Background: an optimization exercise with open tools, aiming at small area. Do not read the settings as production practice. Function was checked by simulation only, so behaviour that the tests miss may differ from the original. Power figures rest on the tool's default switching activity, not on a simulated workload.

==> module btControl, before the edit <==
module btControl (
    input  logic                        clk,
    input  logic                        nrst,
    input  logic                        i_btEna,
    input  logic                        i_atOrigin,
    input  logic                        i_tZero,
    input  logic                        i_rZero,
    input  logic                        i_atStart,     
    input  logic [1:0]                  i_dir,
    output logic                        o_load,
    output logic                        o_decTN,
    output logic                        o_decRN,
    output logic                        o_start
);
    logic en1;                                     
    always_ff @(posedge clk or negedge nrst) begin
        if (!nrst) begin
            en1 <= 1'b0;
        end else begin
            en1 <= i_btEna;
        end
    end
    assign o_load  = ~i_btEna;
    logic enT;                                     
    logic enR;
    assign enT = en1 & ~i_tZero;
    assign enR = en1 & ~i_rZero;
    btO21ai uDecT (.i_a1 (i_rZero), .i_a2 (i_dir[1]), .i_b1 (enT), .o_y (o_decTN));    
    btO21ai uDecR (.i_a1 (i_tZero), .i_a2 (i_dir[0]), .i_b1 (enR), .o_y (o_decRN));    
    assign o_start = en1 & i_atStart;
endmodule
==> module btO21ai, before the edit <==
module btO21ai (input logic i_a1, input logic i_a2, input logic i_b1, output logic o_y);
    assign o_y = ~((i_a1 | i_a2) & i_b1);
endmodule
clock: 6.0 ns
lec_check: 0
cap_margin: 20
core_margin: 2
core_utilization: 70
slew_margin: 20
synth_hierarchical: 1
standard.sh (not shown) runs the stock make flow with config.mk's settings and CLKGATE_MAP_FILE= SYNTH_SCRIPT=/design/flow/synth_recipe.tcl, a recipe that flattens the netlist after the stock synthesis.
==> flow/flow/run.sh <==
#!/bin/bash
set -euo pipefail
bash standard.sh \
  "BUFFER_PORTS_ARGS=-buffer_cell sky130_fd_sc_hd__buf_1" \
  "CTS_ARGS=-sink_clustering_enable -repair_clock_nets -dont_use_dummy_load -sink_clustering_size 10 -sink_clustering_max_diameter 40 -buf_list sky130_fd_sc_hd__clkbuf_4" \
  finish > standard_make.log 2>&1
Rerun with:
--- a/flow/design.v
+++ b/flow/design.v
@@ -25,22 +25,20 @@
     output logic                        o_decRN,
     output logic                        o_start
 );
     logic en1;                                     
+    logic step;
     always_ff @(posedge clk or negedge nrst) begin
         if (!nrst) begin
             en1 <= 1'b0;
         end else begin
             en1 <= i_btEna;
         end
     end
     assign o_load  = ~i_btEna;
-    logic enT;                                     
-    logic enR;
-    assign enT = en1 & ~i_tZero;
-    assign enR = en1 & ~i_rZero;
-    btO21ai uDecT (.i_a1 (i_rZero), .i_a2 (i_dir[1]), .i_b1 (enT), .o_y (o_decTN));    
-    btO21ai uDecR (.i_a1 (i_tZero), .i_a2 (i_dir[0]), .i_b1 (enR), .o_y (o_decRN));    
+    assign step    = en1 & ~i_atOrigin;
+    assign o_decTN = ~(step & ~i_tZero & (i_rZero | i_dir[1]));    
+    assign o_decRN = ~(step & ~i_rZero & (i_tZero | i_dir[0]));    
     assign o_start = en1 & i_atStart;
 endmodule
 module btLow (
     input  logic       clk,
@@ -161,11 +159,8 @@
 endmodule
 module btOr2 (input logic i_a, input logic i_b, output logic o_y);
     assign o_y = i_a | i_b;
 endmodule
-module btO21ai (input logic i_a1, input logic i_a2, input logic i_b1, output logic o_y);
-    assign o_y = ~((i_a1 | i_a2) & i_b1);
-endmodule
 module btInv (input logic i_a, output logic o_y);
     assign o_y = ~i_a;
 endmodule
 module btNor2 (input logic i_a, input logic i_b, output logic o_y);
=> Clock power is about the same; design area is about the same; fmax fell by 1.1%; global-route usage is higher by 0.13 points; via count decreases by 0.66%.

--- another note on this design; it stands on its own ---

11-17:
// dtwBacktrace
module dtwBacktrace (
    input  logic                      clk,
    input  logic                      nrst,
    input  logic                      i_btEna,
    input  logic [dtwPkg::ROW_W-1:0]  i_pathRow,
    input  logic [dtwPkg::DIST_W-1:0] i_finalDist,
    output logic                      o_btEnd,
    output logic [dtwPkg::DATA_W-1:0] o_data
);
    logic                        load;
    logic                        step;
    logic                        start;
    logic [dtwPkg::NUM_DIAG-1:1] rowSel;
    logic                        atOrigin;
    logic [1:0]                  dir;
    logic [dtwPkg::IDX_W-1:0]    tIndex;
    logic [dtwPkg::IDX_W-1:0]    rIndex;
    logic [5:0]                  row;
    logic [2:0]                  pe;
    logic [dtwPkg::GRP_W-1:0]    grpAN;
    logic [dtwPkg::GRP_W-1:0]    grpBN;
    btControl btControl_i (
        .clk        (clk),
        .nrst       (nrst),
        .i_btEna    (i_btEna),
        .i_atOrigin (atOrigin),
        .i_row      (row),
        .i_pe       (pe),
        .i_grpAN    (grpAN),
        .i_grpBN    (grpBN),
        .o_load     (load),
        .o_step     (step),
        .o_dir      (dir),
        .o_start    (start)
    );
    btCursor btCursor_i (
        .clk        (clk),
        .nrst       (nrst),
        .i_restart  (load),
        .i_step     (step),
        .i_dir      (dir),
        .o_tIndex   (tIndex),
        .o_rIndex   (rIndex),
        .o_row      (row),
        .o_pe       (pe),
        .o_atOrigin (atOrigin)
    );
    btRowDecode btRowDecode_i (
        .i_row    (row),
        .o_rowSel (rowSel)
    );
    pathStore pathStore_i (
        .clk      (clk),
        .i_load   (load),
        .i_row    (i_pathRow),
        .i_rowSel (rowSel),
        .o_grpAN  (grpAN),
        .o_grpBN  (grpBN)
    );
    traceOutput traceOutput_i (
        .clk         (clk),
        .i_btEna     (i_btEna),
        .i_start     (start),
        .i_finalDist (i_finalDist),
        .i_tIndex    (tIndex),
        .i_rIndex    (rIndex),
  ...
For scale: about 830 cells after synthesis, about 0.015 mm2 of cells after synthesis.
==> flow/config.mk <==
export PLATFORM = sky130hd
export DESIGN_NAME = dtwBacktrace
export DESIGN_NICKNAME = dtwBacktrace
export VERILOG_FILES = /design/flow/design.v
export SDC_FILE = /design/flow/constraint.sdc
export NUM_CORES = 4
export LEC_CHECK = 0
export CAP_MARGIN = 20
export CORE_MARGIN = 2
export CORE_UTILIZATION = 40
export CTS_BUF_LIST = sky130_fd_sc_hd__clkbuf_8
export CTS_CLUSTER_DIAMETER = 70
export CTS_CLUSTER_SIZE = 18
export SLEW_MARGIN = 20
export SYNTH_HIERARCHICAL = 1
==> flow/constraint.sdc <==
create_clock -name core_clock -period 6.0 [get_ports {clk}]
set_input_delay 1.2000 -clock core_clock [delete_from_list [all_inputs] [get_ports {clk}]]
set_output_delay 1.2000 -clock core_clock [all_outputs]
set_load 0.01 [all_outputs]
run.sh (not shown) runs the stock make flow with config.mk's settings and CLKGATE_MAP_FILE= SYNTH_SCRIPT=/design/flow/synth_recipe.tcl, a recipe that flattens the netlist after the stock synthesis.
> inputs changed (11-17 -> 07-07)
==> flow/flow/run.sh (new file) <==
#!/bin/bash
set -euo pipefail
bash standard.sh "BUFFER_PORTS_ARGS=-buffer_cell sky130_fd_sc_hd__buf_1" finish > standard_make.log 2>&1
==> flow/standard.sh (new file) <==
#!/bin/bash
# synth_recipe.tcl (not shown) runs the flow's synth.tcl, then flattens the netlist and writes it again
# the make line also repeats each setting of config.mk as NAME=value (left out here)
make -C /OpenROAD-flow-scripts/flow DESIGN_CONFIG=/design/flow/config.mk WORK_HOME=/design/flow/orfs CLKGATE_MAP_FILE= SYNTH_SCRIPT=/design/flow/synth_recipe.tcl "${@:-finish}"
-- flow/config.mk --
<<< 11-17, line 10
export CORE_UTILIZATION = 40
>>> 07-07, line 10
export CORE_UTILIZATION = 70
removed: flow/run.sh
11-17 -> 07-07: xor/xnor share of the synthesized area delta 0, exact match
Higher post-synthesis to final-layout area growth goes to 11-17 over 07-07.
On instance count after placement with tap cells included: 07-07 sits below 11-17.
Clock-buffer cell count (lower): 07-07

--- another note on this design; it stands on its own ---

before:
## dtwBacktrace
module dtwBacktrace (
    input  logic                      clk,
    input  logic                      nrst,
    input  logic                      i_btEna,
    input  logic [dtwPkg::ROW_W-1:0]  i_pathRow,
    input  logic [dtwPkg::DIST_W-1:0] i_finalDist,
    output logic                      o_btEnd,
    output logic [dtwPkg::DATA_W-1:0] o_data
);
    logic                        load;
    logic                        step;
    logic                        start;
    logic [dtwPkg::NUM_DIAG-1:1] rowSel;
    logic [1:0]                  dir;
    logic [dtwPkg::IDX_W-1:0]    tIndex;
    logic [dtwPkg::IDX_W-1:0]    rIndex;
    logic [5:0]                  row;
    logic [2:0]                  pe;
    logic                        atOrigin;
    logic [dtwPkg::GRP_W-1:0]    grpA;
    logic [dtwPkg::GRP_W-1:0]    grpB;
    btControl btControl_i (
        .clk        (clk),
        .nrst       (nrst),
        .i_btEna    (i_btEna),
        .i_atOrigin (atOrigin),
        .i_row      (row),
  ...
Size in the first run: roughly 950 cells after synthesis, about 64 I/O pins.
clock: 6.0 ns
lec_check: 0
cap_margin: 0
core_margin: 2
core_utilization: 40
cts_buf_list: sky130_fd_sc_hd__clkbuf_8
slew_margin: 0
synth_hierarchical: 1
run.sh (not shown) runs the stock make flow with config.mk's settings and CLKGATE_MAP_FILE= SYNTH_SCRIPT=/design/flow/synth_recipe.tcl, a recipe that flattens the netlist after the stock synthesis.
For after, these inputs were changed with respect to before:
- a change of CAP_MARGIN from 0 to 20
- a change of SLEW_MARGIN from 0 to 20
- a deleted CTS_BUF_LIST that had been sky130_fd_sc_hd__clkbuf_8
- a deleted SYNTH_HIERARCHICAL that had been 1
Notes after the runs:
Placer's final routability congestion estimate (higher): after
According to the power report, total power for after is higher than for before.
Changes observed in after relative to before: share of the yosys chip area belonging to registers went down by 6.5 points, largest stage delay on the critical path +0.31 ns, combinational share of power moved up.
In after, number of cells in the finished layout apart from fillers is higher than in before.
On length of routed met3 wiring: between before and after, it ends up higher for after.
In after relative to before, area of all placed cells without fillers had gone up by more than 10%.
Between before and after, the flow reports reported net switching power increasing by more than half.
On worst-case hold slack, after does worse than before.

========
== lane 1 ==
Starting RTL as in the previous note.
Settings: LEC_CHECK=0, CAP_MARGIN=20, CORE_MARGIN=2, CORE_UTILIZATION=40, CTS_BUF_LIST=sky130_fd_sc_hd__clkbuf_4, SLEW_MARGIN=20, SYNTH_HIERARCHICAL=1; clock period 6.0 ns.
Relative to lane 1, the following input files were edited for lane 2:
- CTS_BUF_LIST no longer set, was sky130_fd_sc_hd__clkbuf_4
Notes after the runs:
- Relative to lane 1, relative area change from synthesis to final layout increased by 1.6 points in lane 2.
- In the reports for lane 1 and lane 2, the larger share of total power consumed by net switching belongs to lane 1.
- Non-clock buffer count: lane 1 vs lane 2 identical
- Lane 2 vs lane 1, start point of the critical path: btCursor_i.tIdx[1] vs btCursor_i.tIdx[0]

## afterwards: timing with drivers on the ports
The flow's constraints put no driver on any port. The routed layouts listed below were extracted and timed again, unchanged, in two steps. Step 1 assumes that a clkbuf_16 drives the clock port and a buf_2 every other input. Step 2, shift: input delay + t, output delay - t, t = (earliest + latest rising clock arrival at the registers) / 2. This alone moves slack from input paths to output paths. a / b / c = ideal / step 1 / step 2; a / b = the first two.
run | t (ns) | setup WS [ns] | worst setup path after step 2 | clock arrival spread, ns | cell pins on the clock port's net
the first run of note 1 | 0.693 | 0.421 / 0.378 / 0.484 | register to register | 0.066 / 0.066 | 1
the second run of note 1 | 0.692 | 0.357 / 0.357 / 0.357 | register to register | 0.049 / 0.049 | 1
11-17 | 0.665 | 0.476 / 0.476 / 0.476 | register to register | 0.054 / 0.053 | 1
07-07 | 0.627 | 0.323 / 0.323 / 0.323 | register to register | 0.029 / 0.029 | 1
before | 0.629 | 0.497 / 0.497 / 0.497 | register to register | 0.038 / 0.038 | 1
after | 0.621 | 0.733 / 0.733 / 0.733 | register to register | 0.021 / 0.021 | 1
lane 1 | 0.778 | 0.537 / 0.537 / 0.537 | register to register | 0.064 / 0.064 | 1
lane 2 | 0.591 | 0.528 / 0.528 / 0.528 | register to register | 0.012 / 0.013 | 1
After both steps every run listed still meets setup and hold.
